This design comes from an exercise in tuning for small area, a short achievable clock period and few clock cycles per item on the open sky130 flow, not from production work. At most, simulation tests tie the RTL to the original design; equivalence was not proved. For runs 2, 5 and 6, only the layout was checked, not whether the RTL still works. Power and IR drop assume default switching activity.

===== design.v =====
`default_nettype none
package frgbe_pkg;
   localparam logic [62:0] BlackThreshold = 63'h3E112E0BE826D695;
   localparam logic [10:0] OverflowExp = 11'd1150;
   localparam logic [10:0] ExpBase = 11'd894;
   localparam logic [10:0] ExpFloor = 11'd896;
   function automatic logic below_threshold(input logic [62:0] x);
      logic [63:0] lt, gt;
      lt = '0;
      gt = '0;
      for (int i = 0; i < 63; i++) begin
         lt[i] = ~x[i] & BlackThreshold[i];
         gt[i] = x[i] & ~BlackThreshold[i];
      end
      for (int w = 1; w < 64; w = w * 2) begin
         for (int i = 0; i + w < 64; i = i + 2 * w) begin
            lt[i] = lt[i + w] | (~gt[i + w] & lt[i]);
            gt[i] = gt[i + w] | (~lt[i + w] & gt[i]);
         end
      end
      below_threshold = lt[0];
   endfunction
endpackage
`default_nettype wire
`default_nettype none
module frgbe_max
(
   input  wire logic [63:0] in_bits,
   output logic [7:0]       out_exp,
   output logic             out_below,
   output logic             out_inf,
   output logic             out_over
);
   logic ones, frac_nz, valid;
   logic [10:0] off;
   always_comb begin
      ones = &in_bits[62:52];
      frac_nz = |in_bits[51:0];
      valid = !in_bits[63] && !ones;
      off = in_bits[62:52] - frgbe_pkg::ExpBase;
      out_exp = (valid && in_bits[62:52] >= frgbe_pkg::ExpFloor) ? off[7:0] : 8'd0;
      out_inf = !in_bits[63] && ones && !frac_nz;
      out_over = valid && (in_bits[62:52] >= frgbe_pkg::OverflowExp);
      out_below = in_bits[63] || (ones && frac_nz) ||
                  frgbe_pkg::below_threshold(in_bits[62:0]);
   end
endmodule
`default_nettype wire
`default_nettype none
module frgbe_scale
(
   input  wire logic [7:0]  e0, e1, e2,
   input  wire logic [6:0]  f0, f1, f2,
   input  wire logic        black,
   input  wire logic        over,
   output logic [31:0]      out_word
);
   logic [8:0] d01, d02, d12;
   logic sel0, sel1, sel2;
   logic [2:0] n01, n02, n12, sh0, sh1, sh2;
   logic z0, z1, z2;
   logic [7:0] m0, m1, m2, eb;
   function automatic logic ge8(input logic [8:0] d);
      ge8 = !d[8] && (d[7:3] != 5'd0);
   endfunction
   function automatic logic le8n(input logic [8:0] d);
      le8n = d[8] && ((d[7:3] != 5'h1F) || (d[2:0] == 3'd0));
   endfunction
   always_comb begin
      d01 = {1'b0, e0} - {1'b0, e1};
      d02 = {1'b0, e0} - {1'b0, e2};
      d12 = {1'b0, e1} - {1'b0, e2};
      n01 = 3'd0 - d01[2:0];
      n02 = 3'd0 - d02[2:0];
      n12 = 3'd0 - d12[2:0];
      sel0 = !d01[8] && !d02[8];
      sel1 = !sel0 && !d12[8];
      sel2 = !sel0 && !sel1;
      z0 = (sel1 && le8n(d01)) || (sel2 && le8n(d02));
      sh0 = sel1 ? n01 : (sel2 ? n02 : 3'd0);
      z1 = (sel0 && ge8(d01)) || (sel2 && le8n(d12));
      sh1 = sel0 ? d01[2:0] : (sel2 ? n12 : 3'd0);
      z2 = (sel0 && ge8(d02)) || (sel1 && ge8(d12));
      sh2 = sel0 ? d02[2:0] : (sel1 ? d12[2:0] : 3'd0);
      m0 = {1'b1, f0} >> sh0;
      m1 = {1'b1, f1} >> sh1;
      m2 = {1'b1, f2} >> sh2;
      eb = sel0 ? e0 : (sel1 ? e1 : e2);
      if (black) out_word = '0;
      else if (over) out_word = '1;
      else out_word = {eb, z2 ? 8'd0 : m2, z1 ? 8'd0 : m1, z0 ? 8'd0 : m0};
   end
endmodule
`default_nettype wire
`default_nettype none
module float_to_rgbe_encode
(
   input  wire logic         clock,
   input  wire logic         reset,
   input  wire logic         req_tvalid,
   output logic              req_tready,
   input  wire logic [191:0] req_tdata,   
   output logic              rsp_tvalid,
   input  wire logic         rsp_tready,
   output logic [31:0]       rsp_tdata    
);
   logic adv, v1_ff, v2_ff;
   logic [31:0] w_ff, w_in;
   logic [7:0] e0, e1, e2, e0_ff, e1_ff, e2_ff;
   logic [6:0] f0_ff, f1_ff, f2_ff;
   logic b0, b1, b2, i0, i1, i2, o0, o1, o2;
   logic black_ff, over_ff;
   frgbe_max u_c0 (.in_bits(req_tdata[63:0]), .out_exp(e0),
                   .out_below(b0), .out_inf(i0), .out_over(o0));
   frgbe_max u_c1 (.in_bits(req_tdata[127:64]), .out_exp(e1),
                   .out_below(b1), .out_inf(i1), .out_over(o1));
   frgbe_max u_c2 (.in_bits(req_tdata[191:128]), .out_exp(e2),
                   .out_below(b2), .out_inf(i2), .out_over(o2));
   frgbe_scale u_scale (.e0(e0_ff), .e1(e1_ff), .e2(e2_ff), .f0(f0_ff), .f1(f1_ff), .f2(f2_ff),
                        .black(black_ff), .over(over_ff), .out_word(w_in));
   assign adv = rsp_tready;
   assign req_tready = rsp_tready;
   always_ff @(posedge clock) begin
      if (reset) begin
         v1_ff <= 1'b0;
         v2_ff <= 1'b0;
      end else if (adv) begin
         v1_ff <= req_tvalid;
         v2_ff <= v1_ff;
      end
      if (adv) begin
         e0_ff <= e0;
         e1_ff <= e1;
         e2_ff <= e2;
         f0_ff <= req_tdata[51:45];
         f1_ff <= req_tdata[115:109];
         f2_ff <= req_tdata[179:173];
         black_ff <= b0 && b1 && b2;
         over_ff <= i0 || i1 || i2 || o0 || o1 || o2;
         w_ff <= w_in;
      end
   end
   assign rsp_tvalid = v2_ff;
   assign rsp_tdata = w_ff;
endmodule
`default_nettype wire

===== flow/run.sh =====
#!/bin/bash
# Standard layout, except that the port buffers are the smallest buffer cell
# instead of the delay buffer buffer_ports picks by default, and that the
# rsp_tready and req_tready pins are placed side by side (io.tcl), as the
# only path from an input port to an output port runs between them.
# Each tool's full output lands in the ORFS logs under orfs/logs; make's own
# output in make.log.
set -euo pipefail
export BUFFER_PORTS_ARGS="-buffer_cell sky130_fd_sc_hd__buf_1"
export IO_CONSTRAINTS="$PWD/flow/io.tcl"
bash standard.sh > make.log 2>&1

===== flow/io.tcl =====
# keep the two ready pins next to each other
set_io_pin_constraint -group -order -pin_names {rsp_tready req_tready}

===== standard.sh =====
#!/bin/bash
# synth_recipe.tcl (not shown) runs the flow's synth.tcl, then flattens the netlist and writes it again
# the make line also repeats each setting of config.mk as NAME=value (left out here)
make -C /OpenROAD-flow-scripts/flow DESIGN_CONFIG=/design/flow/config.mk WORK_HOME=/design/flow/orfs CLKGATE_MAP_FILE= SYNTH_SCRIPT=/design/flow/synth_recipe.tcl "${@:-finish}"

===== config.mk =====
export PLATFORM = sky130hd
export DESIGN_NAME = float_to_rgbe_encode
export DESIGN_NICKNAME = float_to_rgbe_encode
export VERILOG_FILES = /design/flow/design.v
export SDC_FILE = /design/flow/constraint.sdc
export NUM_CORES = 4
export LEC_CHECK = 0
export ABC_AREA = 1
export CAP_MARGIN = 20
export CORE_MARGIN = 2
export CORE_UTILIZATION = 55
export CTS_BUF_LIST = sky130_fd_sc_hd__clkbuf_8
export CTS_CLUSTER_DIAMETER = 100
export CTS_CLUSTER_SIZE = 30
export SETUP_SLACK_MARGIN = 3.58
export SLEW_MARGIN = 20

===== constraint.sdc =====
create_clock -name core_clock -period 6.3 [get_ports {clock}]
set_input_delay 1.2600 -clock core_clock [delete_from_list [all_inputs] [get_ports {clock}]]
set_output_delay 1.2600 -clock core_clock [all_outputs]
set_load 0.01 [all_outputs]

==> reports/results.ini, run 1 <==
[global_routing]
grt_max_degree=83
grt_pass1_vias=7035
grt_antenna_before_repair=0
grt_pass1_wl_um=33400
grt_overflow=0
grt_util_all_layers_pct=29.7

[setup_path]
critPathCaptureType=primary output
rrSetupSlack_ns=3.58
r2r_cells=14
critPathKind=in -> out
cpPeakStageDelay_ns=0.11
cp.required_ns=5.04
path_max_fanout=2
cp-start-kind=primary input
crit_slowest_cell=buf_6
arrival_ns=1.47
regToRegEndpoint=w_ff[10]$_SDFFCE_PP0P_
crit_chain=buf_8 -> buf_6
path_delay_family=buffers and inverters
r2r-start=e2_ff[0]$_SDFFCE_PN0P_
cp_num_buf_inv=2

[drt]
vias_per_cell=5.45
firstDrtPassIters=5
final_antenna_net_count=0
drt_iter0_drc=609
avgRoutedWirePerCell_um=15.0
wl_um=21900
drc=0
num_vias=7986

[worst_hold_path]
min_path_type=reg -> reg
hold_end=v2_ff$_SDFFE_PP0P_
hp-start=v1_ff$_SDFFE_PP0P_
worstHoldPathCells=2

[cts]
h-tree-depth=3
worstSkewPairLatency_ns=0.36
clk_pin_slew_worst_paths_ns=0.08
ctsLongestPathBuffers=2
cts_sinks=81
root_buffer=clkbuf_8
cts_tree=yes
hold_buffers=0
cts_made_buffers=9

[logic_synthesis]
yosysWarningCount=3
yosysTopAreaCellShare_pct=32.8
synth_xor_area_share_pct=0.485
ys_ff_latch=81
synthMuxAreaShare_pct=0
synth_area_mm2=0.00723
yosysSeqAreaShare_pct=33.4
synth_top_family_by_area=simple AND/OR/NAND/NOR gates
synth_edf_count=79
synth_compound_area_share_pct=10.6
synth.distinct_cells=51
synthAdderAreaFrac_pct=6.89
synth_nets=1267
synthFlopType=edfxtp_1
yosysTopAreaCell=edfxtp_1
avgSynthCellArea_um2=7.00
synth_cells=1033
async_reset_ff_share_pct=0
yosys.area_share.simple_pct=38.7
synthTopCellsByArea=edfxtp_1 33%, nand2_1 13%, nand3_1 8.9%

[floorplan]
core_mm2=0.0127
die_area_mm2=0.0141
num_io_pins=230
dieHeight_um=119
rows=41
start_util_pct=56.8
die_w_um=119

[finish]
seqCellArea_mm2=0.00241
multi_input_area_mm2=0.00441
diodes=0
fillers=1102
layout.nets=1521
layout.cells.non_filler=1464
drive_gt1_share_pct=11.5
syn2layout_area_growth_pct=23.6

[timing]
setup_viol=0
max_slew.worst_pin.slew_ns=1.12
maxSlewViolCount=0
setup_slack_ns=3.57
setup_tns_ns=0
period_share_pct=43.3
fin_crit_ns=2.73
max_slew_margin_pct=25.3
skew_ns=0.0119
max_freq_mhz=367
rsz0062_at_grt=yes
finalHoldViolCount=0

[power_and_ir_drop]
peakVddDrop_uv=107
p_leak_uw=0.00400
powerDensity_mw_per_mm2=227

[placed_design]
dp_cells=1427
pre_cts_slack_ns=3.43
place.gp.congestion=1.01
io_buffers=229
place_hpwl_um=17300

[job]
drv_cap=0

[status]
outcome=complete, no violations

[final cells by class]
| type | count | area share [%] |
|---|---|---|
| inverter | 173 | 7.52 |
| sequential | 81 | 27.0 |
| clock buffer | 9 | 1.39 |
| multi-input combinational | 772 | 49.4 |
| tap | 172 | 2.41 |
| clock inverter | 7 | 0.406 |
| timing repair buffer | 250 | 11.9 |
[Yosys cell counts, types with 4 or more instances]
master and number:
nand2_4 6, a21oi_1 59, nor3b_1 4, o21ai_0 25, nand4_1 15, nand3_1 128, o21bai_1 5, inv_2 5
nand2_1 245, nor4_1 20, nand3b_1 9, o211ai_1 6, nor2_1 108, inv_1 165, nand3_2 6, edfxtp_1 79
nand2_2 19, ha_1 35, or2_2 8, a31oi_1 4, nor3_1 24, clkbuf_1 5, o2111ai_1 7
[what timing repair did]
action                     in CTS  in global routing
gates resized for setup         8                 78
cloned                          0                  2
pin swaps                       2                 32
buffers inserted                4                 15
setup endpoints to repair      25                 33
[flip-flops by register name, indices dropped and copies added (netlist names)]
| name | count |
|---|---|
| black_ff | 1 |
| e0_ff | 8 |
| e1_ff | 8 |
| e2_ff | 8 |
| f0_ff | 7 |
| f1_ff | 7 |
| f2_ff | 7 |
| over_ff | 1 |
| v1_ff | 1 |
| v2_ff | 1 |
| w_ff | 32 |
[worst max path at each step]
stage,start,end,cells after the start
detailed placement,req_tdata[179],black_ff$_DFFE_PP_,11
CTS,rsp_tready,req_tready,2
finish,rsp_tready,req_tready,2
global route,e2_ff[0]$_SDFFCE_PN0P_,w_ff[10]$_SDFFCE_PP0P_,14
floorplan,rsp_tready,req_tready,1
global placement,req_tdata[49],black_ff$_DFFE_PP_,10
[per-stage QoR]
stage	power, µW	hold slack (ns)	util (%)	cell area, µm²
final	2030	0.469	70.2	8930
after global routing	2170	0.478	70.2	8930
after global placement	1530	0.445	64.9	8260
after CTS	1880	0.467	66.8	8500
after floorplan	1300	0.430	-	7230
after detailed placement	1540	0.458	64.9	8260
[routing by layer]
metal  wire length, µm  part of all wire (%)  global-route usage (%)
met5                 0                     0                       0
met1              9160                    42                    39.5
met3              1750                   8.0                    5.07
met4               896                   4.1                    11.6
met2             10100                    46                    48.2
[cells by family after synthesis]
group                      after synthesis
adders and majority gates               38
AOI/OAI and AO/OA                      126
DFF                                     81
xor gates and xnor gates                 4
buffers and inverters                  182
and+or+nand+nor                        602
[report_power, final]
part	switching (µW)	leakage [µW]	internal, µW
Combinational	646	0.00312	367
Clock	192	0.0000833	138
Sequential	26.6	0.000797	661
[cells in the final DEF, fill, tap and decap left out, types with 6 or more instances in the layout]
| master | instances |
|---|---|
| nand2_4 | 15 |
| edfxtp_1 | 79 |
| o21ai_0 | 24 |
| a21oi_1 | 49 |
| nor4_1 | 20 |
| inv_2 | 12 |
| nor3_1 | 24 |
| nand3_2 | 21 |
| buf_1 | 227 |
| buf_4 | 18 |
| nand2_2 | 18 |
| nand3_1 | 111 |
| inv_1 | 156 |
| nor2_1 | 107 |
| nand3b_1 | 9 |
| or2_2 | 8 |
| a21oi_2 | 12 |
| ha_1 | 29 |
| nand2_1 | 238 |
| clkbuf_8 | 9 |
| nand4_1 | 15 |
| o2111ai_1 | 7 |
| o211ai_1 | 6 |
Testbench counts, summed over its fixed seeds: cycles 9,616, items 9,600.
==> run 2, diff against run 1 <==
--- a/design.v
+++ b/design.v
@@ -4,4 +4,19 @@
    localparam logic [10:0] OverflowExp = 11'd1150;
-   localparam logic [10:0] ExpBase = 11'd894;
-   localparam logic [10:0] ExpFloor = 11'd896;
+   localparam logic [10:0] ExpBase = 11'd984;
+   function automatic logic [7:0] exp_byte(input logic [7:0] e);
+      logic [7:0] r;
+      logic [8:0] c;
+      localparam logic [7:0] K = 8'd90;
+      c[0] = 1'b0;
+      for (int k = 0; k < 8; k++) begin
+         if (K[k]) begin
+            r[k] = ~(e[k] ^ c[k]);
+            c[k + 1] = e[k] | c[k];
+         end else begin
+            r[k] = e[k] ^ c[k];
+            c[k + 1] = e[k] & c[k];
+         end
+      end
+      exp_byte = r;
+   endfunction
    function automatic logic below_threshold(input logic [62:0] x);
@@ -40,3 +55,3 @@
       off = in_bits[62:52] - frgbe_pkg::ExpBase;
-      out_exp = (valid && in_bits[62:52] >= frgbe_pkg::ExpFloor) ? off[7:0] : 8'd0;
+      out_exp = (valid && in_bits[62:52] > frgbe_pkg::ExpBase) ? off[7:0] : 8'd0;
       out_inf = !in_bits[63] && ones && !frac_nz;
@@ -87,3 +102,4 @@
       m2 = {1'b1, f2} >> sh2;
-      eb = sel0 ? e0 : (sel1 ? e1 : e2);
+      eb = sel0 ? frgbe_pkg::exp_byte(e0) :
+           (sel1 ? frgbe_pkg::exp_byte(e1) : frgbe_pkg::exp_byte(e2));
       if (black) out_word = '0;
@@ -106,3 +122,3 @@
 );
-   logic adv, v1_ff, v2_ff;
+   logic adv, v1_ff, idle2_ff;
    logic [31:0] w_ff, w_in;
@@ -120,4 +136,4 @@
                         .black(black_ff), .over(over_ff), .out_word(w_in));
-   assign adv = rsp_tready;
-   assign req_tready = rsp_tready;
+   assign adv = idle2_ff || rsp_tready;
+   assign req_tready = adv;
    always_ff @(posedge clock) begin
@@ -125,6 +141,6 @@
          v1_ff <= 1'b0;
-         v2_ff <= 1'b0;
+         idle2_ff <= 1'b1;
       end else if (adv) begin
          v1_ff <= req_tvalid;
-         v2_ff <= v1_ff;
+         idle2_ff <= !v1_ff;
       end
@@ -142,3 +158,3 @@
    end
-   assign rsp_tvalid = v2_ff;
+   assign rsp_tvalid = !idle2_ff;
    assign rsp_tdata = w_ff;
--- a/config.mk
+++ b/config.mk
@@ -10,7 +10,6 @@
 export CORE_MARGIN = 2
-export CORE_UTILIZATION = 55
-export CTS_BUF_LIST = sky130_fd_sc_hd__clkbuf_8
-export CTS_CLUSTER_DIAMETER = 100
+export CORE_UTILIZATION = 40
+export CTS_BUF_LIST = sky130_fd_sc_hd__clkbuf_4 sky130_fd_sc_hd__clkbuf_8
 export CTS_CLUSTER_SIZE = 30
-export SETUP_SLACK_MARGIN = 3.58
+export SETUP_SLACK_MARGIN = 3.4
 export SLEW_MARGIN = 20
==> reports/results.ini, run 2 <==
[cts]
hold_buffers=0  ; unchanged
h-tree-depth=3  ; unchanged
ctsLongestPathBuffers=2  ; unchanged
root_buffer=clkbuf_8
cts_sinks=81  ; unchanged
worstSkewPairLatency_ns=0.39  ; +0.03 ns
cts_tree=yes
cts_made_buffers=9  ; unchanged
clk_pin_slew_worst_paths_ns=0.10  ; +0.02 ns

[global_routing]
grt_overflow=0  ; unchanged
grt_antenna_before_repair=0  ; unchanged
grt_pass1_vias=7226  ; +2.7%
grt_max_degree=81  ; -2.4%
grt_util_all_layers_pct=22.2  ; -7.5 points
grt_pass1_wl_um=35500  ; +6.4%

[timing]
setup_slack_ns=3.37  ; -0.208 ns
maxSlewViolCount=0  ; unchanged
skew_ns=0.0224  ; +0.0105 ns
rsz0062_at_grt=yes
setup_tns_ns=0  ; unchanged
max_slew_margin_pct=33.9  ; +8.6 points
fin_crit_ns=2.93  ; +0.208 ns
setup_viol=0  ; unchanged
period_share_pct=46.6  ; +3.3 points
finalHoldViolCount=0  ; unchanged
max_slew.worst_pin.slew_ns=0.992  ; -0.127 ns
max_freq_mhz=341  ; -7.1%

[setup_path]
cp.required_ns=5.04  ; about the same
path_max_fanout=2  ; unchanged
crit_start=rsp_tready
critPathCaptureType=primary output
arrival_ns=1.67  ; +0.20 ns
cp-start-kind=primary input
critPathKind=in -> out
r2r-start=e1_ff[0]$_SDFFCE_PN0P_

[floorplan]
dieHeight_um=141  ; +19%
core_mm2=0.0186  ; +46%
die_area_mm2=0.0199  ; +42%
start_util_pct=40.5  ; -16 points
rows=50  ; +22%
die_w_um=141  ; +19%
num_io_pins=230  ; unchanged

[finish]
layout_commonest_cell=nand2_1
largest_reg_flops=32  ; unchanged
fin_util_pct=49.2  ; -21 points
layout.nets=1568  ; +3.1%
syn2layout_area_growth_pct=21.5
drive_gt1_share_pct=9.58  ; -2.0 points
fillers=1919  ; +74%
diodes=0  ; unchanged
largest-register=w_ff
final_cell_mix=241 x nand2_1, 227 x buf_1, 174 x inv_1

[power_and_ir_drop]
peakVddDrop_uv=111  ; +3.1%
powerDensity_mw_per_mm2=248  ; +9.2%
p_leak_uw=0.00422  ; +5.6%

[drt]
final_antenna_net_count=0  ; unchanged
vias_per_cell=5.12  ; -6.1%
firstDrtPassIters=7  ; +2
avgRoutedWirePerCell_um=14.3  ; -4.4%
num_vias=7993  ; +0.088%
wl_um=22300  ; +1.9%
drc=0  ; unchanged
drt_iter0_drc=589  ; -3.3%

[worst_hold_path]
hp-start=v1_ff$_SDFFE_PP0P_
min_path_type=reg -> reg

[job]
drv_cap=0  ; unchanged

[logic_synthesis]
synth.distinct_cells=59  ; +16%
yosysWarningCount=3  ; unchanged
yosysMostFrequentCell=nand2_1
yosysTopAreaCell=edfxtp_1
avgSynthCellArea_um2=7.05  ; +0.74%
synthTopCellsByCount=247 x nand2_1, 179 x inv_1, 130 x nand3_1, 100 x nor2_1, 79 x edfxtp_1
synth_edf_count=79  ; unchanged
synth_nets=1315  ; +3.8%
yosysSeqAreaShare_pct=32.0  ; -1.3 points
async_reset_ff_share_pct=0  ; unchanged
yosysTopAreaCellShare_pct=31.5  ; -1.3 points
synth_area_mm2=0.00753  ; +4.2%
ys_ff_latch=81  ; unchanged
synth_cells=1068  ; +3.4%
synthTopCellsByArea=edfxtp_1 32%, nand2_1 12%, inv_1 8.9%
synthFlopType=edfxtp_1

[placed_design]
pre_cts_slack_ns=3.27  ; -0.166 ns
place.gp.congestion=0.967  ; -4.6%
io_buffers=229  ; unchanged
place_hpwl_um=18300  ; +5.5%

[status]
outcome=complete, no violations

-- run 2: final timing paths --
check / to / slack (ns) / depth (start not counted)
worst max-delay path: req_tready / 3.37 / 4
worst min-delay path: idle2_ff$_SDFFE_PP1P_ / 0.46 / 1
worst max register to register: w_ff[9]$_SDFFCE_PP0P_ / 3.53 / 15
worst min register to register: idle2_ff$_SDFFE_PP1P_ / 0.46 / 1
-- run 2: where the power goes --
part / internal [µW] / leakage [µW] / total, µW / switching [µW]
clock: 150 / 0.0000859 / 378 / 228
sequential: 680 / 0.000897 / 713 / 33.3
combinational: 415 / 0.00324 / 1180 / 763
total: 1250 / 0.00422 / 2270 / 1020
-- run 2: kinds of logic after synthesis --
logic type	count (synthesis)	synth area share, %
DFF	81	32.0
adders and majority gates	51	8.78
and+or+nand+nor	601	37.7
AOI/OAI and AO/OA	132	10.6
buffers and inverters	197	10.2
xor gates and xnor gates	6	0.698
-- run 2: cell type report --
type / instances / area (µm²) / area share (%)
Inverter: 189 / 727 / 7.94
Sequential cell: 81 / 2410 / 26.4
Tap cell: 234 / 293 / 3.20
Clock buffer: 9 / 124 / 1.35
Clock inverter: 7 / 62.6 / 0.684
Multi-Input combinational cell: 791 / 4490 / 49.1
Timing Repair Buffer: 249 / 1040 / 11.3
-- run 2: worst max-delay path, cell delays in order --
cell	delay, ns
buf_6	0.09
nor2_4	0.10
clkinvlp_4	0.10
buf_6	0.12
-- run 2: per-layer routing --
metal	vias up	GRT usage, %	wire (µm)
met5	-	0	0
met4	0	6.84	551
met3	36	3.60	1470
met2	322	35.1	10000
met1	3511	31.2	10300
li1	4124	-	-
-- run 2: per-stage QoR --
step	std cells	cell area (µm²)	power (µW)	hold WS, ns
2_1_floorplan	1068	7540	1480	0.425
3_3_place_gp	1525	8660	1780	0.445
3_5_place_dp	1525	8660	1780	0.452
4_1_cts	1542	8870	2170	0.464
5_1_grt	1560	9150	2450	0.486
6_report	1560	9150	2270	0.455
-- run 2: what timing repair did --
item	in CTS	in global routing
gates cloned	0	1
setup buffers	1	17
pin swaps	1	11
endpoints found under the setup margin	1	29
resized for setup	4	31
==> run 3, diff against run 2 <==
--- a/design.v
+++ b/design.v
@@ -4,19 +4,4 @@
    localparam logic [10:0] OverflowExp = 11'd1150;
-   localparam logic [10:0] ExpBase = 11'd984;
-   function automatic logic [7:0] exp_byte(input logic [7:0] e);
-      logic [7:0] r;
-      logic [8:0] c;
-      localparam logic [7:0] K = 8'd90;
-      c[0] = 1'b0;
-      for (int k = 0; k < 8; k++) begin
-         if (K[k]) begin
-            r[k] = ~(e[k] ^ c[k]);
-            c[k + 1] = e[k] | c[k];
-         end else begin
-            r[k] = e[k] ^ c[k];
-            c[k + 1] = e[k] & c[k];
-         end
-      end
-      exp_byte = r;
-   endfunction
+   localparam logic [10:0] ExpBase = 11'd894;
+   localparam logic [10:0] ExpFloor = 11'd896;
    function automatic logic below_threshold(input logic [62:0] x);
@@ -55,3 +40,3 @@
       off = in_bits[62:52] - frgbe_pkg::ExpBase;
-      out_exp = (valid && in_bits[62:52] > frgbe_pkg::ExpBase) ? off[7:0] : 8'd0;
+      out_exp = (valid && in_bits[62:52] >= frgbe_pkg::ExpFloor) ? off[7:0] : 8'd0;
       out_inf = !in_bits[63] && ones && !frac_nz;
@@ -102,4 +87,3 @@
       m2 = {1'b1, f2} >> sh2;
-      eb = sel0 ? frgbe_pkg::exp_byte(e0) :
-           (sel1 ? frgbe_pkg::exp_byte(e1) : frgbe_pkg::exp_byte(e2));
+      eb = sel0 ? e0 : (sel1 ? e1 : e2);
       if (black) out_word = '0;
@@ -122,3 +106,3 @@
 );
-   logic adv, v1_ff, idle2_ff;
+   logic adv, v1_ff, v2_ff;
    logic [31:0] w_ff, w_in;
@@ -136,4 +120,4 @@
                         .black(black_ff), .over(over_ff), .out_word(w_in));
-   assign adv = idle2_ff || rsp_tready;
-   assign req_tready = adv;
+   assign adv = rsp_tready;
+   assign req_tready = rsp_tready;
    always_ff @(posedge clock) begin
@@ -141,6 +125,6 @@
          v1_ff <= 1'b0;
-         idle2_ff <= 1'b1;
+         v2_ff <= 1'b0;
       end else if (adv) begin
          v1_ff <= req_tvalid;
-         idle2_ff <= !v1_ff;
+         v2_ff <= v1_ff;
       end
@@ -158,3 +142,3 @@
    end
-   assign rsp_tvalid = !idle2_ff;
+   assign rsp_tvalid = v2_ff;
    assign rsp_tdata = w_ff;
==> flow/run.sh (replaced) <==
#!/bin/bash
# Standard layout with three changes:
# - the port buffers are the smallest buffer cell instead of the delay
#   buffer buffer_ports picks by default;
# - the rsp_tready and req_tready pins are placed side by side (io.tcl), as
#   the only path from an input port to an output port runs between them;
# - synthesis keeps the modules apart (SYNTH_HIERARCHICAL 1 in config.mk)
#   and maps the per-component classifier frgbe_max, which has slack, with
#   ORFS's area-oriented ABC script and the rest with the delay-oriented one.
#   It is the standard flow's own synthesis script (synth_recipe.tcl, which flattens and
#   renames as usual) with only ORFS's abc call split in two.
# Each tool's full output lands in the ORFS logs under orfs/logs; make's own
# output in make.log.
set -euo pipefail
export BUFFER_PORTS_ARGS="-buffer_cell sky130_fd_sc_hd__buf_1"
export IO_CONSTRAINTS="$PWD/flow/io.tcl"
work=$PWD
# ORFS synth.tcl with the abc call split by module
grep -c 'log_cmd abc {\*}$abc_args$' "$FLOW_HOME/scripts/synth.tcl" > abc_calls.txt
sed 's|^\(\s*\)log_cmd abc {\*}\$abc_args$|\1log_cmd abc {*}[lreplace $abc_args 1 1 $::env(SCRIPTS_DIR)/abc_speed.script] frgbe_max\n\1log_cmd abc {*}[lreplace $abc_args 1 1 $::env(SCRIPTS_DIR)/abc_area.script] float_to_rgbe_encode frgbe_scale|' \
  "$FLOW_HOME/scripts/synth.tcl" > "$work/synth_split.tcl"
sed "s|source \$::env(SCRIPTS_DIR)/synth.tcl|source $work/synth_split.tcl|" synth_recipe.tcl > "$work/synth_recipe_split.tcl"
sed "s|SYNTH_SCRIPT=[^ ]*|SYNTH_SCRIPT=$work/synth_recipe_split.tcl|" standard.sh > "$work/standard_split.sh"
bash "$work/standard_split.sh" > make.log 2>&1
--- a/config.mk
+++ b/config.mk
@@ -11,5 +11,7 @@
 export CORE_UTILIZATION = 40
-export CTS_BUF_LIST = sky130_fd_sc_hd__clkbuf_4 sky130_fd_sc_hd__clkbuf_8
+export CTS_BUF_LIST = sky130_fd_sc_hd__clkbuf_8
+export CTS_CLUSTER_DIAMETER = 100
 export CTS_CLUSTER_SIZE = 30
-export SETUP_SLACK_MARGIN = 3.4
+export SETUP_SLACK_MARGIN = 3.5
 export SLEW_MARGIN = 20
+export SYNTH_HIERARCHICAL = 1
==> reports/results.ini, run 3 <==
[setup_path]
path_delay_family=simple AND/OR/NAND/NOR gates
arrival_ns=3.09  ; +1.42 ns
cp-start-kind=primary input
cp_num_buf_inv=1  ; -2
critPathKind=in -> reg
cpPeakStageDelay_ns=0.56  ; +0.44 ns
crit_slowest_cell=or4_1
critPathCaptureType=flip-flop
crit_chain=buf_1 -> or4_1 -> or3_4 -> nor4_4 -> nand3_1 -> a221o_1 -> and3_1
cp.required_ns=6.45  ; +1.41 ns
path_max_fanout=3  ; +1

[timing]
hold_ws_ns=0.493  ; +0.0374 ns
finalHoldViolCount=0  ; unchanged
setup_tns_ns=0  ; unchanged
max_freq_mhz=340  ; -0.32%
period_share_pct=46.7  ; +0.15 points
rsz0062_at_grt=yes
max_slew_margin_pct=30.1  ; -3.7 points
maxSlewViolCount=0  ; unchanged
skew_ns=0.0141  ; -0.00833 ns
fin_crit_ns=2.94  ; +0.00943 ns
max_slew.worst_pin.slew_ns=1.05  ; +0.0562 ns
setup_slack_ns=3.36  ; -0.00943 ns
setup_viol=0  ; unchanged

[status]
outcome=complete, no violations

[power_and_ir_drop]
p_leak_uw=0.00362  ; -14%
powerDensity_mw_per_mm2=241  ; -3.0%
peakVddDrop_uv=114  ; +2.5%

[floorplan]
dieHeight_um=136  ; -3.9%
rows=48  ; -4.0%
core_mm2=0.0171  ; -7.9%
die_area_mm2=0.0184  ; -7.7%
start_util_pct=40.5  ; about the same
num_io_pins=230  ; unchanged
die_w_um=136  ; -3.9%

[finish]
fillers=1678  ; -13%
layout_commonest_cell=buf_1
syn2layout_area_growth_pct=28.9
drive_gt1_share_pct=16.2  ; +6.7 points
multi_input_area_mm2=0.00441  ; -1.9%
layout.cells.non_filler=1384  ; -11%
fin_util_pct=52.2  ; +2.9 points
final_cell_mix=225 x buf_1, 162 x nand2_1, 93 x nand3_1
layout.nets=1384  ; -12%
seqCellArea_mm2=0.00241  ; unchanged
largest_reg_flops=32  ; unchanged
largest-register=w_ff

[placed_design]
io_buffers=229  ; unchanged
place.gp.congestion=0.942  ; -2.6%
pre_cts_slack_ns=2.91  ; -0.352 ns
dp_cells=1332  ; -13%
place_hpwl_um=18000  ; -1.6%

[drt]
drt_iter0_drc=479  ; -19%
wl_um=22600  ; +1.4%
vias_per_cell=5.40  ; +5.3%
drc=0  ; unchanged
firstDrtPassIters=5  ; -2
avgRoutedWirePerCell_um=16.4  ; +14%
num_vias=7470  ; -6.5%
final_antenna_net_count=0  ; unchanged

[global_routing]
grt_pass1_vias=6889  ; -4.7%
grt_antenna_before_repair=2  ; +2
grt_pass1_wl_um=34400  ; -3.3%
grt_util_all_layers_pct=24.2  ; +2.0 points
grt_overflow=0  ; unchanged
grt_max_degree=84  ; +3.7%

[logic_synthesis]
async_reset_ff_share_pct=0  ; unchanged
ys_ff_latch=81  ; unchanged
synth_cells=889  ; -17%
yosysTopAreaCell=edfxtp_1
synthFlopType=edfxtp_1
synthTopCellsByArea=edfxtp_1 34%, nand2_1 9.3%, nand3_1 7.9%
synth_nets=1121  ; -15%
avgSynthCellArea_um2=7.80  ; +11%
yosysSeqAreaShare_pct=34.8  ; +2.8 points
synth.distinct_cells=58  ; -1.7%
yosysWarningCount=9  ; +6
synthTopCellsByCount=172 x nand2_1, 109 x nand3_1, 100 x inv_1, 79 x edfxtp_1, 77 x nor2_1
yosysTopAreaCellShare_pct=34.2  ; +2.7 points
yosysMostFrequentCell=nand2_1
synth_edf_count=79  ; unchanged
synth_area_mm2=0.00693  ; -7.9%

[cts]
root_buffer=clkbuf_8
cts_sinks=81  ; unchanged
clk_pin_slew_worst_paths_ns=0.09  ; about the same
ctsLongestPathBuffers=2  ; unchanged
cts_tree=yes
cts_made_buffers=9  ; unchanged
h-tree-depth=3  ; unchanged
worstSkewPairLatency_ns=0.39  ; about the same

[job]
drv_cap=0  ; unchanged

[worst_hold_path]
min_path_type=reg -> reg

==> run 3: metrics by stage <==
step | area (µm²) | total power (µW)
floorplan | 6930 | 1300
CTS | 8480 | 2010
detailed placement | 8000 | 1540
global route | 8930 | 2290
finish | 8930 | 2150
global placement | 8000 | 1540
==> run 3: modules after synthesis, one instance, submodules excluded <==
module / flops+latches / cell area [µm²] / copies in the design
frgbe_max: 0 / 504 / 3
frgbe_scale: 0 / 2930 / 1
float_to_rgbe_encode: 81 / 2490 / 1
==> run 3: path summary, 6_finish.rpt <==
| kind | startpoint | to | slack (ns) | cells after the start |
|---|---|---|---|---|
| worst max-delay path | req_tdata[113] | black_ff$_DFFE_PP_ | 3.36 | 7 |
| worst min-delay path | v2_ff$_SDFFE_PP0P_ | v2_ff$_SDFFE_PP0P_ | 0.49 | 2 |
| worst max register to register | e1_ff[0]$_DFFE_PP_ | w_ff[8]$_DFFE_PP_ | 3.50 | 15 |
| worst min register to register | v2_ff$_SDFFE_PP0P_ | v2_ff$_SDFFE_PP0P_ | 0.49 | 2 |
==> run 3: cell families (layout without fill, tap and decap cells) <==
| family | Yosys count | count (layout) | share of synthesized area, % |
|---|---|---|---|
| fa+ha+maj | 36 | 36 | 6.82 |
| other cells | 0 | 2 | 0 |
| flops | 81 | 81 | 34.8 |
| compound gates | 124 | 124 | 11.8 |
| simple gates | 506 | 508 | 36.8 |
| buf+inv | 121 | 387 | 7.11 |
| xor+xnor | 21 | 21 | 2.65 |
==> run 3: per-layer routing <==
metal | GRT usage, % | routed length, µm | vias up
met4 | 13.1 | 1140 | 0
li1 | - | - | 3683
met5 | 0 | 0 | -
met3 | 4.83 | 1530 | 74
met1 | 29.6 | 9280 | 3382
met2 | 40.0 | 10700 | 331
==> run 3: where the power goes <==
part | internal [µW] | total, µW | leakage [µW] | switching [µW]
logic | 384 | 1020 | 0.00272 | 641
registers | 660 | 694 | 0.000797 | 34.0
clock network | 223 | 430 | 0.000109 | 207
==> run 3: worst min-delay path, stage by stage, from the launching register on <==
cell and delay [ns]:
dfxtp_1 0.33, nor2_1 0.05, nor2_2 0.08
==> run 3: final cells by class <==
| cell class | instances | area share [%] |
|---|---|---|
| antenna | 2 | 0.0560 |
| clock buffer | 9 | 1.39 |
| tap | 225 | 3.15 |
| clock inverter | 7 | 1.06 |
| timing repair buffer | 262 | 13.2 |
| inverter | 109 | 4.81 |
| sequential | 81 | 27.0 |
| multi-input combinational | 689 | 49.4 |
==> run 3: repair_timing <==
action / 4_1_cts / 5_1_grt
setup endpoints to repair: 25 / 29
resized for setup: 20 / 83
gates cloned: 0 / 2
endpoints found under the hold margin: 0 / 0
hold buffers: 0 / 0
setup buffers: 23 / 9
pin swaps: 16 / 40
Testbench counts of run 3, summed over its fixed seeds: cycles 9,616, items 9,600.
==> run 4, diff against run 3 <==
==> flow/run.sh (replaced) <==
#!/bin/bash
# Standard layout with three changes:
# - the port buffers are the smallest buffer cell instead of the delay
#   buffer buffer_ports picks by default;
# - the rsp_tready and req_tready pins are placed side by side (io.tcl), as
#   the only path from an input port to an output port runs between them;
# - synthesis maps the logic with abc_map.script (ABC's &nf mapping once, then
#   ABC's buffering and sizing) in place of ORFS's ABC script. It is the standard flow's
#   own synthesis script (synth_recipe.tcl, which flattens and renames as
#   usual) with only the script of ORFS's abc call changed; registers are
#   mapped before that call and are the standard synthesis's.
# Each tool's full output lands in the ORFS logs under orfs/logs; make's own
# output in make.log.
set -euo pipefail
export BUFFER_PORTS_ARGS="-buffer_cell sky130_fd_sc_hd__buf_1"
export IO_CONSTRAINTS="$PWD/flow/io.tcl"
work=$PWD
# ORFS synth.tcl with the abc call's script replaced
grep -c 'log_cmd abc {\*}$abc_args$' "$FLOW_HOME/scripts/synth.tcl" > abc_calls.txt
sed "s|^\(\s*\)log_cmd abc {\*}\$abc_args\$|\1log_cmd abc {*}[lreplace \$abc_args 1 1 $work/flow/abc_map.script]|" \
  "$FLOW_HOME/scripts/synth.tcl" > "$work/synth_map.tcl"
sed "s|source \$::env(SCRIPTS_DIR)/synth.tcl|source $work/synth_map.tcl|" synth_recipe.tcl > "$work/synth_recipe_map.tcl"
sed "s|SYNTH_SCRIPT=[^ ]*|SYNTH_SCRIPT=$work/synth_recipe_map.tcl|" standard.sh > "$work/standard_map.sh"
bash "$work/standard_map.sh" > make.log 2>&1
==> flow/abc_map.script (new file) <==
&get -n
&st
&dch
&nf
&put
topo
stime -c
buffer -c
upsize -c
dnsize -c
--- a/config.mk
+++ b/config.mk
@@ -10,3 +10,3 @@
 export CORE_MARGIN = 2
-export CORE_UTILIZATION = 40
+export CORE_UTILIZATION = 55
 export CTS_BUF_LIST = sky130_fd_sc_hd__clkbuf_8
@@ -16,2 +16 @@
 export SLEW_MARGIN = 20
-export SYNTH_HIERARCHICAL = 1
==> reports/results.ini, run 4 <==
[status]
outcome=complete, no violations

[worst_hold_path]
min_path_type=reg -> reg
worstHoldPathCells=2  ; unchanged

[cts]
worstSkewPairLatency_ns=0.39  ; about the same
clk_pin_slew_worst_paths_ns=0.10  ; about the same
hold_buffers=0  ; unchanged
cts_made_buffers=9  ; unchanged
root_buffer=clkbuf_8
ctsLongestPathBuffers=2  ; unchanged
cts_sinks=81  ; unchanged
cts_tree=yes
h-tree-depth=3  ; unchanged

[finish]
fin_area_mm2=0.00889  ; -0.46%
layout_commonest_cell=buf_1
fillers=735  ; -56%
drive_gt1_share_pct=20.8  ; +4.6 points
diodes=0  ; -2
layout.cells.non_filler=1142  ; -17%
layout.nets=1228  ; -11%
largest_reg_flops=32  ; unchanged
largest-register=w_ff
syn2layout_area_growth_pct=36.3
final_cell_mix=227 x buf_1, 79 x edfxtp_1, 56 x nor2_1

[drt]
avgRoutedWirePerCell_um=24.0  ; +47%
vias_per_cell=6.99  ; +29%
num_vias=7979  ; +6.8%
drc=0  ; unchanged
firstDrtPassIters=18  ; +13
wl_um=27400  ; +21%
final_antenna_net_count=0  ; unchanged
drt_iter0_drc=1148  ; +140%

[setup_path]
path_max_fanout=8  ; +5
cp.required_ns=6.39  ; -0.06 ns
cp-start-kind=flip-flop
r2r_cells=13  ; -2
critPathCaptureType=flip-flop
critPathKind=reg -> reg
arrival_ns=3.43  ; +0.34 ns

[logic_synthesis]
yosysSeqAreaShare_pct=37.0  ; +2.2 points
ys_ff_latch=81  ; unchanged
synth_area_mm2=0.00652  ; -5.9%
synthTopCellsByCount=79 x edfxtp_1, 64 x a21oi_1, 63 x nor2_1, 45 x nand2_1, 39 x inv_1
synthTopCellsByArea=edfxtp_1 36%, ha_1 6.7%, a21oi_1 4.9%
yosysMostFrequentCell=edfxtp_1
synth_cells=705  ; -21%
synth.distinct_cells=78  ; +34%
synthFlopType=edfxtp_1
synth_nets=939  ; -16%
yosysWarningCount=3  ; -6
yosysTopAreaCellShare_pct=36.4  ; +2.2 points
async_reset_ff_share_pct=0  ; unchanged
yosysTopAreaCell=edfxtp_1
avgSynthCellArea_um2=9.25  ; +19%
synth_edf_count=79  ; unchanged

[global_routing]
grt_antenna_before_repair=0  ; -2
grt_pass1_wl_um=37900  ; +10%
grt_util_all_layers_pct=38.0  ; +14 points
grt_max_degree=42  ; -50%
grt_overflow=0  ; unchanged
grt_pass1_vias=7514  ; +9.1%

[timing]
max_slew.worst_pin.slew_ns=1.03  ; -0.0233 ns
max_freq_mhz=300  ; -12%
rsz0062_at_grt=yes
setup_viol=0  ; unchanged
setup_tns_ns=0  ; unchanged
fin_crit_ns=3.34  ; +0.394 ns
max_slew_margin_pct=31.6  ; +1.5 points
hold_ws_ns=0.507  ; +0.0146 ns
skew_ns=0.0195  ; +0.00539 ns
finalHoldViolCount=0  ; unchanged
maxSlewViolCount=0  ; unchanged
period_share_pct=53.0  ; +6.3 points

[power_and_ir_drop]
peakVddDrop_uv=168  ; +47%
seq_power_share_pct=30.5  ; -1.8 points
p_switching_uw=987  ; +12%
swShare_pct=42.9  ; +1.8 points
p_int_uw=1310  ; +3.8%
comb_power_share_pct=53.3  ; +5.6 points
pwr-share-clk_pct=16.1  ; -3.9 points
powerDensity_mw_per_mm2=259  ; +7.6%
p_leak_uw=0.00314  ; -13%

[floorplan]
core_mm2=0.0115  ; -33%
dieHeight_um=113  ; -17%
num_io_pins=230  ; unchanged
die_area_mm2=0.0127  ; -31%
start_util_pct=56.6  ; +16 points
rows=39  ; -19%
die_w_um=113  ; -17%

[placed_design]
place.gp.congestion=1.04  ; +10%
place_area_mm2=0.00748  ; -6.5%
place_hpwl_um=17400  ; -3.5%
dp_cells=1061  ; -20%
io_buffers=229  ; unchanged

[job]
drv_cap=0  ; unchanged

## run 4: cells by family (layout without fill, tap and decap cells)
family | count (synthesis) | after routing | share of synthesized area, %
AND/OR/NAND/NOR | 276 | 279 | 22.4
flip-flops | 81 | 81 | 37.0
multiplexers | 12 | 12 | 1.84
AO/OA/AOI/OAI | 213 | 214 | 23.4
XOR/XNOR | 29 | 29 | 3.90
buffers and inverters | 56 | 346 | 3.88
adder cells (fa/ha/maj) | 38 | 38 | 7.64
## run 4: critical path, cell delays in order (launching register included)
cell,delay (ns)
edfxtp_1,0.43
inv_2,0.13
ha_4,0.15
inv_2,0.04
fa_2,0.41
nand3_4,0.14
a21oi_4,0.11
o221ai_1,0.67
o31ai_4,0.26
buf_4,0.22
o21ai_2,0.07
o21ai_2,0.09
o211ai_1,0.21
a21oi_1,0.11
## run 4: timing repair
action | 4_1_cts | 5_1_grt
gates cloned | 7 | 0
resized for setup | 100 | 40
setup buffers | 42 | 15
endpoints found under the setup margin | 35 | 27
pin swaps | 31 | 24
## run 4: final timing paths
kind | startpoint | endpoint | slack, ns
max reg2reg | e0_ff[0]$_SDFFCE_PN0P_ | w_ff[16]$_SDFFCE_PP0P_ | 2.96
min reg2reg | v2_ff$_SDFFE_PP0P_ | v2_ff$_SDFFE_PP0P_ | 0.51
min | v2_ff$_SDFFE_PP0P_ | v2_ff$_SDFFE_PP0P_ | 0.51
max | e0_ff[0]$_SDFFCE_PN0P_ | w_ff[16]$_SDFFCE_PP0P_ | 2.96
## run 4: power by group through the flow
stage	registers (µW)	clock network, µW	logic (µW)
2_1_floorplan	709	0	552
3_3_place_gp	709	0	755
3_5_place_dp	711	0	773
4_1_cts	702	360	1010
5_1_grt	707	387	1270
6_report	703	371	1230
## run 4: cell type report
type / instances / area [µm²] / share of cell area, %
multi-input combinational: 572 / 4520 / 50.8
inverter: 39 / 146 / 1.65
clock buffer: 9 / 124 / 1.39
tap: 143 / 179 / 2.01
sequential: 81 / 2410 / 27.1
clock inverter: 7 / 52.6 / 0.591
timing repair buffer: 291 / 1460 / 16.4
## run 4: metrics by stage
stage                     setup slack [ns]  power, µW  util, %
final                                 2.96       2300     77.2
after global routing                  2.91       2360     77.2
after CTS                             3.33       2070     74.4
after detailed placement              2.22       1480     65.0
after global placement                2.24       1460     64.9
after floorplan                       3.23       1260        -
## run 4: layer usage
metal | vias up | part of all wire, % | GRT usage (%)
met5 | - | 0 | 0
met4 | 0 | 7.5 | 21.7
met3 | 217 | 11 | 5.68
met2 | 715 | 48 | 65.8
met1 | 3675 | 34 | 45.1
li1 | 3372 | - | -
==> run 5, diff against run 4 <==
--- a/design.v
+++ b/design.v
@@ -7,16 +7,22 @@
    function automatic logic below_threshold(input logic [62:0] x);
-      logic [63:0] lt, gt;
-      lt = '0;
-      gt = '0;
+      logic [63:0] g, p;
+      g = '0;
+      p = '1;
       for (int i = 0; i < 63; i++) begin
-         lt[i] = ~x[i] & BlackThreshold[i];
-         gt[i] = x[i] & ~BlackThreshold[i];
+         if (BlackThreshold[i]) begin
+            g[i] = 1'b0;
+            p[i] = x[i];
+         end else begin
+            g[i] = x[i];
+            p[i] = 1'b1;
+         end
       end
+      g[0] = g[0] | p[0];
       for (int w = 1; w < 64; w = w * 2) begin
          for (int i = 0; i + w < 64; i = i + 2 * w) begin
-            lt[i] = lt[i + w] | (~gt[i + w] & lt[i]);
-            gt[i] = gt[i + w] | (~lt[i + w] & gt[i]);
+            g[i] = g[i + w] | (p[i + w] & g[i]);
+            p[i] = p[i + w] & p[i];
          end
       end
-      below_threshold = lt[0];
+      below_threshold = ~g[0];
    endfunction
@@ -30,3 +36,2 @@
    output logic             out_below,
-   output logic             out_inf,
    output logic             out_over
@@ -41,6 +46,5 @@
       out_exp = (valid && in_bits[62:52] >= frgbe_pkg::ExpFloor) ? off[7:0] : 8'd0;
-      out_inf = !in_bits[63] && ones && !frac_nz;
-      out_over = valid && (in_bits[62:52] >= frgbe_pkg::OverflowExp);
-      out_below = in_bits[63] || (ones && frac_nz) ||
-                  frgbe_pkg::below_threshold(in_bits[62:0]);
+      out_over = !in_bits[63] && !(ones && frac_nz) &&
+                 (in_bits[62:52] >= frgbe_pkg::OverflowExp);
+      out_below = in_bits[63] || ones || frgbe_pkg::below_threshold(in_bits[62:0]);
    end
@@ -88,4 +92,4 @@
       eb = sel0 ? e0 : (sel1 ? e1 : e2);
-      if (black) out_word = '0;
-      else if (over) out_word = '1;
+      if (over) out_word = '1;
+      else if (black) out_word = '0;
       else out_word = {eb, z2 ? 8'd0 : m2, z1 ? 8'd0 : m1, z0 ? 8'd0 : m0};
@@ -110,10 +114,10 @@
    logic [6:0] f0_ff, f1_ff, f2_ff;
-   logic b0, b1, b2, i0, i1, i2, o0, o1, o2;
+   logic b0, b1, b2, o0, o1, o2;
    logic black_ff, over_ff;
    frgbe_max u_c0 (.in_bits(req_tdata[63:0]), .out_exp(e0),
-                   .out_below(b0), .out_inf(i0), .out_over(o0));
+                   .out_below(b0), .out_over(o0));
    frgbe_max u_c1 (.in_bits(req_tdata[127:64]), .out_exp(e1),
-                   .out_below(b1), .out_inf(i1), .out_over(o1));
+                   .out_below(b1), .out_over(o1));
    frgbe_max u_c2 (.in_bits(req_tdata[191:128]), .out_exp(e2),
-                   .out_below(b2), .out_inf(i2), .out_over(o2));
+                   .out_below(b2), .out_over(o2));
    frgbe_scale u_scale (.e0(e0_ff), .e1(e1_ff), .e2(e2_ff), .f0(f0_ff), .f1(f1_ff), .f2(f2_ff),
@@ -138,3 +142,3 @@
          black_ff <= b0 && b1 && b2;
-         over_ff <= i0 || i1 || i2 || o0 || o1 || o2;
+         over_ff <= o0 || o1 || o2;
          w_ff <= w_in;
==> flow/run.sh (replaced) <==
#!/bin/bash
# Standard layout, except that the port buffers are the smallest buffer cell
# instead of the delay buffer buffer_ports picks by default, and that the
# rsp_tready and req_tready pins are placed side by side (io.tcl), as the
# only path from an input port to an output port runs between them.
# Each tool's full output lands in the ORFS logs under orfs/logs; make's own
# output in make.log.
set -euo pipefail
export BUFFER_PORTS_ARGS="-buffer_cell sky130_fd_sc_hd__buf_1"
export IO_CONSTRAINTS="$PWD/flow/io.tcl"
bash standard.sh > make.log 2>&1
--- a/config.mk
+++ b/config.mk
@@ -10,3 +10,3 @@
 export CORE_MARGIN = 2
-export CORE_UTILIZATION = 55
+export CORE_UTILIZATION = 50
 export CTS_BUF_LIST = sky130_fd_sc_hd__clkbuf_8
removed: flow/abc_map.script
==> reports/results.ini, run 5 <==
[floorplan]
die_area_mm2=0.0152  ; +19%
start_util_pct=51.1  ; -5.5 points
dieHeight_um=123  ; +9.1%
num_io_pins=230  ; unchanged
die_w_um=123  ; +9.1%
core_mm2=0.0139  ; +21%
rows=43  ; +10%

[finish]
seqCellArea_mm2=0.00241  ; unchanged
final_cell_mix=275 x nand2_1, 227 x buf_1, 131 x inv_1
largest-register=w_ff
multi_input_area_mm2=0.00428  ; -5.2%
largest_reg_flops=32  ; unchanged
fin_util_pct=62.7  ; -14 points
diodes=0  ; unchanged
layout_commonest_cell=nand2_1
syn2layout_area_growth_pct=22.7
fin_area_mm2=0.00871  ; -2.1%
fillers=1399  ; +90%
layout.nets=1482  ; +21%
drive_gt1_share_pct=10.5  ; -10 points

[logic_synthesis]
synth_cells=999  ; +42%
synthTopCellsByArea=edfxtp_1 33%, nand2_1 15%, nand3_1 9.6%
async_reset_ff_share_pct=0  ; unchanged
synthTopCellsByCount=284 x nand2_1, 136 x nand3_1, 135 x inv_1, 90 x nor2_1, 79 x edfxtp_1
synth_edf_count=79  ; unchanged
yosysWarningCount=3  ; unchanged
yosysSeqAreaShare_pct=34.0  ; -3.0 points
ys_ff_latch=81  ; unchanged
synth.distinct_cells=50  ; -36%
yosysMostFrequentCell=nand2_1
synth_area_mm2=0.00709  ; +8.8%
avgSynthCellArea_um2=7.10  ; -23%
yosysTopAreaCell=edfxtp_1
synthFlopType=edfxtp_1
yosysTopAreaCellShare_pct=33.4  ; -2.9 points
synth_nets=1234  ; +31%

[worst_hold_path]
hp-start=v2_ff$_SDFFE_PP0P_
min_path_type=reg -> reg
hold_end=v2_ff$_SDFFE_PP0P_
worstHoldPathCells=2  ; unchanged

[global_routing]
grt_pass1_wl_um=30900  ; -19%
grt_pass1_vias=6585  ; -12%
grt_max_degree=42  ; unchanged
grt_antenna_before_repair=0  ; unchanged
grt_util_all_layers_pct=25.9  ; -12 points
grt_overflow=0  ; unchanged

[timing]
skew_ns=0.0120  ; -0.00746 ns
max_freq_mhz=363  ; +21%
max_slew_margin_pct=34.0  ; +2.5 points
max_slew.worst_pin.slew_ns=0.988  ; -0.0369 ns
finalHoldViolCount=0  ; unchanged
rsz0062_at_grt=yes
maxSlewViolCount=0  ; unchanged
period_share_pct=43.7  ; -9.3 points
setup_viol=0  ; unchanged
setup_tns_ns=0  ; unchanged
fin_crit_ns=2.75  ; -0.586 ns

[setup_path]
crit_slowest_cell=clkbuf_16
cp.required_ns=5.04  ; -1.35 ns
cpPeakStageDelay_ns=0.12  ; -0.55 ns
path_delay_family=buffers and inverters
rrSetupSlack_ns=3.57  ; +0.61 ns
arrival_ns=1.49  ; -1.94 ns
cp_num_buf_inv=2  ; -1
crit_chain=clkbuf_16 -> buf_6
cp-start-kind=primary input
cp.depth=2  ; -11
critPathKind=in -> out
r2r-start=e2_ff[0]$_SDFFCE_PN0P_
r2r_cells=14  ; +1
critPathCaptureType=primary output
path_max_fanout=4  ; -4
regToRegEndpoint=w_ff[6]$_SDFFCE_PP1P_

[cts]
cts_made_buffers=9  ; unchanged
cts_sinks=81  ; unchanged
h-tree-depth=3  ; unchanged
root_buffer=clkbuf_8
clk_pin_slew_worst_paths_ns=0.08  ; -0.02 ns
hold_buffers=0  ; unchanged
ctsLongestPathBuffers=2  ; unchanged
cts_tree=yes
worstSkewPairLatency_ns=0.36  ; -0.03 ns

[drt]
wl_um=19800  ; -28%
drc=0  ; unchanged
final_antenna_net_count=0  ; unchanged
num_vias=7373  ; -7.6%
drt_iter0_drc=481  ; -58%
firstDrtPassIters=5  ; -13
avgRoutedWirePerCell_um=13.8  ; -43%
vias_per_cell=5.15  ; -26%

[status]
outcome=complete, no violations

[power_and_ir_drop]
p_int_uw=1200  ; -8.7%
comb_power_share_pct=44.9  ; -8.4 points
pwr-share-clk_pct=20.5  ; +4.4 points
total_power_uw=1980  ; -14%
swShare_pct=39.5  ; -3.4 points
p_switching_uw=784  ; -21%
peakVddDrop_uv=180  ; +7.2%
powerDensity_mw_per_mm2=228  ; -12%
p_leak_uw=0.00389  ; +24%
seq_power_share_pct=34.6  ; +4.1 points

[placed_design]
place_area_mm2=0.00813  ; +8.7%
place_hpwl_um=15800  ; -9.1%
place.gp.congestion=0.958  ; -7.9%
io_buffers=229  ; unchanged

[job]
drv_cap=0  ; unchanged

[run 5: cell types whose count changed after synthesis, moves of 12 or more]
| cell | previous run | this run |
|---|---|---|
| nand2_1 | 45 | 284 |
| nand3_1 | 25 | 136 |
| inv_1 | 39 | 135 |
| a21oi_1 | 64 | 29 |
| nor2_1 | 63 | 90 |
| o221ai_1 | 15 | 0 |
| xnor2_1 | 17 | 2 |
| nand2_2 | 0 | 14 |
| nor3_1 | 36 | 22 |
| a31oi_1 | 15 | 2 |
| mux2i_1 | 12 | 0 |
[run 5: layer usage]
metal	track usage (%)	wire length [µm]	vias up
met5	0	0	-
met4	6.68	290	0
met3	4.43	1040	26
met2	42.7	9490	211
met1	35.4	8960	3277
li1	-	-	3859
[run 5: final cells by class]
type                       instances  share of cell area, %
tap                              180                   2.59
sequential                        81                   27.7
multi-input combinational        770                   49.2
timing repair buffer             242                   11.8
clock buffer                       9                   1.42
clock inverter                     7                  0.992
inverter                         143                   6.34
[run 5: logic make-up (layout without fill, tap and decap cells)]
group,Yosys count,after routing,synth area share (%)
adders and majority gates,39,39,7.20
AOI/OAI and AO/OA,80,80,7.16
xor gates and xnor gates,11,11,1.36
DFF,81,81,34.0
buffers and inverters,149,401,8.34
and+or+nand+nor,639,640,41.9
[run 5: how the worst max path moves through the flow]
stage	startpoint	to	slack, ns
floorplan	rsp_tready	req_tready	3.66
global placement	rsp_tready	req_tready	2.71
detailed placement	rsp_tready	req_tready	2.68
CTS	rsp_tready	req_tready	3.45
global route	e0_ff[0]$_SDFFCE_PN0P_	w_ff[16]$_SDFFCE_PP1P_	3.45
finish	rsp_tready	req_tready	3.55
[run 5: through the flow]
step,cells,worst slack (ns),hold slack (ns)
2_1_floorplan,999,3.66,0.430
3_3_place_gp,1402,2.71,0.443
3_5_place_dp,1402,2.68,0.456
4_1_cts,1423,3.45,0.466
5_1_grt,1432,3.45,0.472
6_report,1432,3.55,0.465
[run 5: worst reg2reg max path, delay by kind of cell (launching register included)]
family                     cells  cell delay (ns)
buffers and inverters          2             0.08
DFF                            1             0.49
adders and majority gates      4             1.06
and+or+nand+nor                8             0.95
[run 5: power by group through the flow]
stage | logic, µW | registers (µW) | clock network, µW
4_1_cts | 822 | 685 | 416
5_1_grt | 1000 | 692 | 439
3_5_place_dp | 797 | 698 | 0
6_report | 892 | 685 | 406
3_3_place_gp | 794 | 697 | 0
2_1_floorplan | 567 | 704 | 0
[run 5: timing repair]
action	CTS	global route
setup endpoints to repair	19	39
setup buffers	3	7
gates cloned	2	2
pin swaps	2	19
resized for setup	9	47
==> run 6, diff against run 5 <==
--- a/config.mk
+++ b/config.mk
@@ -10,3 +10,3 @@
 export CORE_MARGIN = 2
-export CORE_UTILIZATION = 50
+export CORE_UTILIZATION = 55
 export CTS_BUF_LIST = sky130_fd_sc_hd__clkbuf_8
==> reports/results.ini, run 6 <==
[status]
outcome=complete, no violations

[logic_synthesis]
synthTopCellsByArea=edfxtp_1 33%, nand2_1 15%, nand3_1 9.6%
synth_xor_area_share_pct=1.36  ; unchanged
synth_compound_area_share_pct=7.16  ; unchanged
yosysSeqAreaShare_pct=34.0  ; unchanged
synth_area_mm2=0.00709  ; unchanged
yosysTopAreaCellShare_pct=33.4  ; unchanged
yosysWarningCount=3  ; unchanged
synth_edf_count=79  ; unchanged
synthMuxAreaShare_pct=0  ; unchanged
synthAdderAreaFrac_pct=7.20  ; unchanged
yosysMostFrequentCell=nand2_1
synth_nets=1234  ; unchanged
synthFlopType=edfxtp_1
synthTopCellsByCount=284 x nand2_1, 136 x nand3_1, 135 x inv_1, 90 x nor2_1, 79 x edfxtp_1
synth_cells=999  ; unchanged
avgSynthCellArea_um2=7.10  ; unchanged
ys_ff_latch=81  ; unchanged
synth_top_family_by_area=simple AND/OR/NAND/NOR gates
async_reset_ff_share_pct=0  ; unchanged
yosysTopAreaCell=edfxtp_1
yosys.area_share.simple_pct=41.9  ; unchanged
synth.distinct_cells=50  ; unchanged

[placed_design]
place.gp.congestion=0.980  ; +2.3%
place_hpwl_um=15900  ; +0.98%
dp_cells=1394  ; -0.57%
io_buffers=229  ; unchanged

[drt]
avgRoutedWirePerCell_um=14.3  ; +3.6%
num_vias=7607  ; +3.2%
firstDrtPassIters=6  ; +1
final_antenna_net_count=0  ; unchanged
drt_iter0_drc=587  ; +22%
wl_um=20400  ; +3.4%
vias_per_cell=5.32  ; +3.3%
drc=0  ; unchanged

[finish]
fillers=1147  ; -18%
largest-register=w_ff
final_cell_mix=274 x nand2_1, 227 x buf_1, 128 x inv_1, 128 x nand3_1, 86 x nor2_1
layout.nets=1488  ; +0.40%
layout_commonest_cell=nand2_1
layout.cells.non_filler=1430  ; -0.14%
diodes=0  ; unchanged
drive_gt1_share_pct=11.3  ; +0.82 points
syn2layout_area_growth_pct=23.3
largest_reg_flops=32  ; unchanged

[timing]
skew_ns=0.0100  ; -0.00195 ns
setup_viol=0  ; unchanged
period_share_pct=44.1  ; +0.40 points
finalHoldViolCount=0  ; unchanged
rsz0062_at_grt=yes
max_slew.worst_pin.slew_ns=0.972  ; -0.0160 ns
fin_crit_ns=2.78  ; +0.0252 ns
maxSlewViolCount=0  ; unchanged
setup_tns_ns=0  ; unchanged
max_slew_margin_pct=35.1  ; +1.1 points
max_freq_mhz=360  ; -0.91%

[global_routing]
grt_pass1_vias=6993  ; +6.2%
grt_antenna_before_repair=0  ; unchanged
grt_overflow=0  ; unchanged
grt_util_all_layers_pct=28.9  ; +3.0 points
grt_pass1_wl_um=32500  ; +5.3%
grt_max_degree=42  ; unchanged

[power_and_ir_drop]
swShare_pct=40.8  ; +1.3 points
total_power_uw=1950  ; -1.7%
peakVddDrop_uv=118  ; -34%
comb_power_share_pct=47.3  ; +2.4 points
powerDensity_mw_per_mm2=223  ; -2.1%
pwr-share-clk_pct=17.5  ; -3.0 points
p_int_uw=1150  ; -3.8%
seq_power_share_pct=35.2  ; +0.6 points
p_switching_uw=796  ; +1.6%
p_leak_uw=0.00390  ; +0.26%

[floorplan]
core_mm2=0.0126  ; -9.1%
die_area_mm2=0.0138  ; -8.8%
rows=41  ; -4.7%
dieHeight_um=118  ; -4.5%
start_util_pct=56.2  ; +5.1 points
num_io_pins=230  ; unchanged
die_w_um=118  ; -4.5%

[setup_path]
cp-start-kind=flip-flop
critPathCaptureType=flip-flop
critPathKind=reg -> reg
path_max_fanout=4  ; unchanged
arrival_ns=2.98  ; +1.49 ns
cp.required_ns=6.51  ; +1.47 ns

[cts]
h-tree-depth=3  ; unchanged
cts_sinks=81  ; unchanged
ctsLongestPathBuffers=2  ; unchanged
cts_tree=yes
root_buffer=clkbuf_8
worstSkewPairLatency_ns=0.36  ; about the same
cts_made_buffers=9  ; unchanged
hold_buffers=0  ; unchanged
clk_pin_slew_worst_paths_ns=0.08  ; about the same

[job]
drv_cap=0  ; unchanged

[worst_hold_path]
min_path_type=reg -> reg

[run 6: cell counts after synthesis]
No cell type changed its count.
[run 6: worst max-delay path: stages, from the launching register on]
cell and delay [ns]:
edfxtp_1 0.39, inv_2 0.13, ha_4 0.14, inv_2 0.04, fa_2 0.55, inv_1 0.07, ha_2 0.18, ha_2 0.18
nand3b_1 0.16, nor2_1 0.11, nand3_1 0.12, nand2_2 0.12, nand3_2 0.11, nor2_4 0.18, nand2_1 0.08, nand2_1 0.06
[run 6: kinds of logic after synthesis]
| logic type | after synthesis |
|---|---|
| AO/OA/AOI/OAI | 80 |
| XOR/XNOR | 11 |
| adder cells (fa/ha/maj) | 39 |
| buffers and inverters | 149 |
| flip-flops | 81 |
| AND/OR/NAND/NOR | 639 |
[run 6: stage by stage]
step | util [%] | worst slack, ns | area (µm²) | hold slack, ns
after detailed placement | 64.4 | 2.68 | 8120 | 0.454
after global placement | 64.4 | 2.72 | 8120 | 0.443
after floorplan | - | 3.66 | 7090 | 0.430
after CTS | 66.6 | 3.49 | 8400 | 0.465
final | 69.3 | 3.52 | 8750 | 0.465
after global routing | 69.3 | 3.39 | 8750 | 0.482
[run 6: layout make-up]
type	instances	area [µm²]	share of cell area, %
Multi-Input combinational cell	771	4320	49.4
Tap cell	172	215	2.46
Timing Repair Buffer	247	1070	12.2
Inverter	143	549	6.28
Sequential cell	81	2410	27.6
Clock inverter	5	30.0	0.343
Clock buffer	11	151	1.73
[run 6: routing by layer]
layer  part of all wire (%)  vias up  wire length, µm  track usage (%)
li1                       -     3879                -                -
met4                    1.5        0              303             6.02
met3                    7.1       28             1450             5.28
met5                      0        -                0                0
met2                     49      293             9980             50.0
met1                     43     3407             8710             37.9
[run 6: worst paths after layout]
| path | startpoint | endpoint | slack (ns) | cells past startpoint |
|---|---|---|---|---|
| hold reg to reg | v2_ff$_SDFFE_PP0P_ | v2_ff$_SDFFE_PP0P_ | 0.47 | 2 |
| hold / removal | v2_ff$_SDFFE_PP0P_ | v2_ff$_SDFFE_PP0P_ | 0.47 | 2 |
| setup reg to reg | e0_ff[0]$_SDFFCE_PN0P_ | w_ff[4]$_SDFFCE_PP1P_ | 3.52 | 15 |
| setup / recovery | e0_ff[0]$_SDFFCE_PN0P_ | w_ff[4]$_SDFFCE_PP1P_ | 3.52 | 15 |
[run 6: power groups by stage]
stage	logic, µW	clock network, µW	registers [µW]
floorplan	567	0	704
global placement	787	0	697
detailed placement	798	0	698
CTS	816	347	686
global route	1030	370	691
finish	922	342	686
[run 6: repair_timing]
action                                 4_1_cts  5_1_grt
setup buffers                                1       14
setup endpoints to repair                   17       40
endpoints found under the hold margin        0        0
gates resized for setup                      7       56
gates cloned                                 3        2
pin swaps                                    1       31

## port drivers added, routing unchanged
How much do the figures lean on ideal ports? The routed layouts below were timed once more, with nothing changed but the port constraints.
Step 1: set_driving_cell puts a clkbuf_16 on clock and a buf_2 on each other input, an assumption about the parent block.
Step 2, shift: input delay + t, output delay - t, t = (earliest + latest rising clock arrival at the registers) / 2. This alone moves slack from input paths to output paths.
Three values: ideal ports, drivers, drivers and shift; two values: the first two.
run	t, ns	setup slack, ns	clock arrival spread, ns	worst slew at a driven data input, ns
run 1	0.395	3.574 / 3.530 / 3.407	0.011 / 0.012	0.07
run 2	0.419	3.366 / 3.334 / 3.327	0.023 / 0.023	0.04
run 3	0.422	3.356 / 3.372 / 2.950	0.014 / 0.014	0.12
run 4	0.415	2.962 / 2.962 / 2.962	0.020 / 0.019	0.23
run 5	0.390	3.549 / 3.357 / 3.357	0.012 / 0.012	0.22
run 6	0.392	3.524 / 3.373 / 3.373	0.011 / 0.012	0.21
After both steps setup and hold are still met in every run listed. For run 3, which loses most, drivers alone change the setup slack by +0.016 ns; drivers and shift together by -0.406 ns.
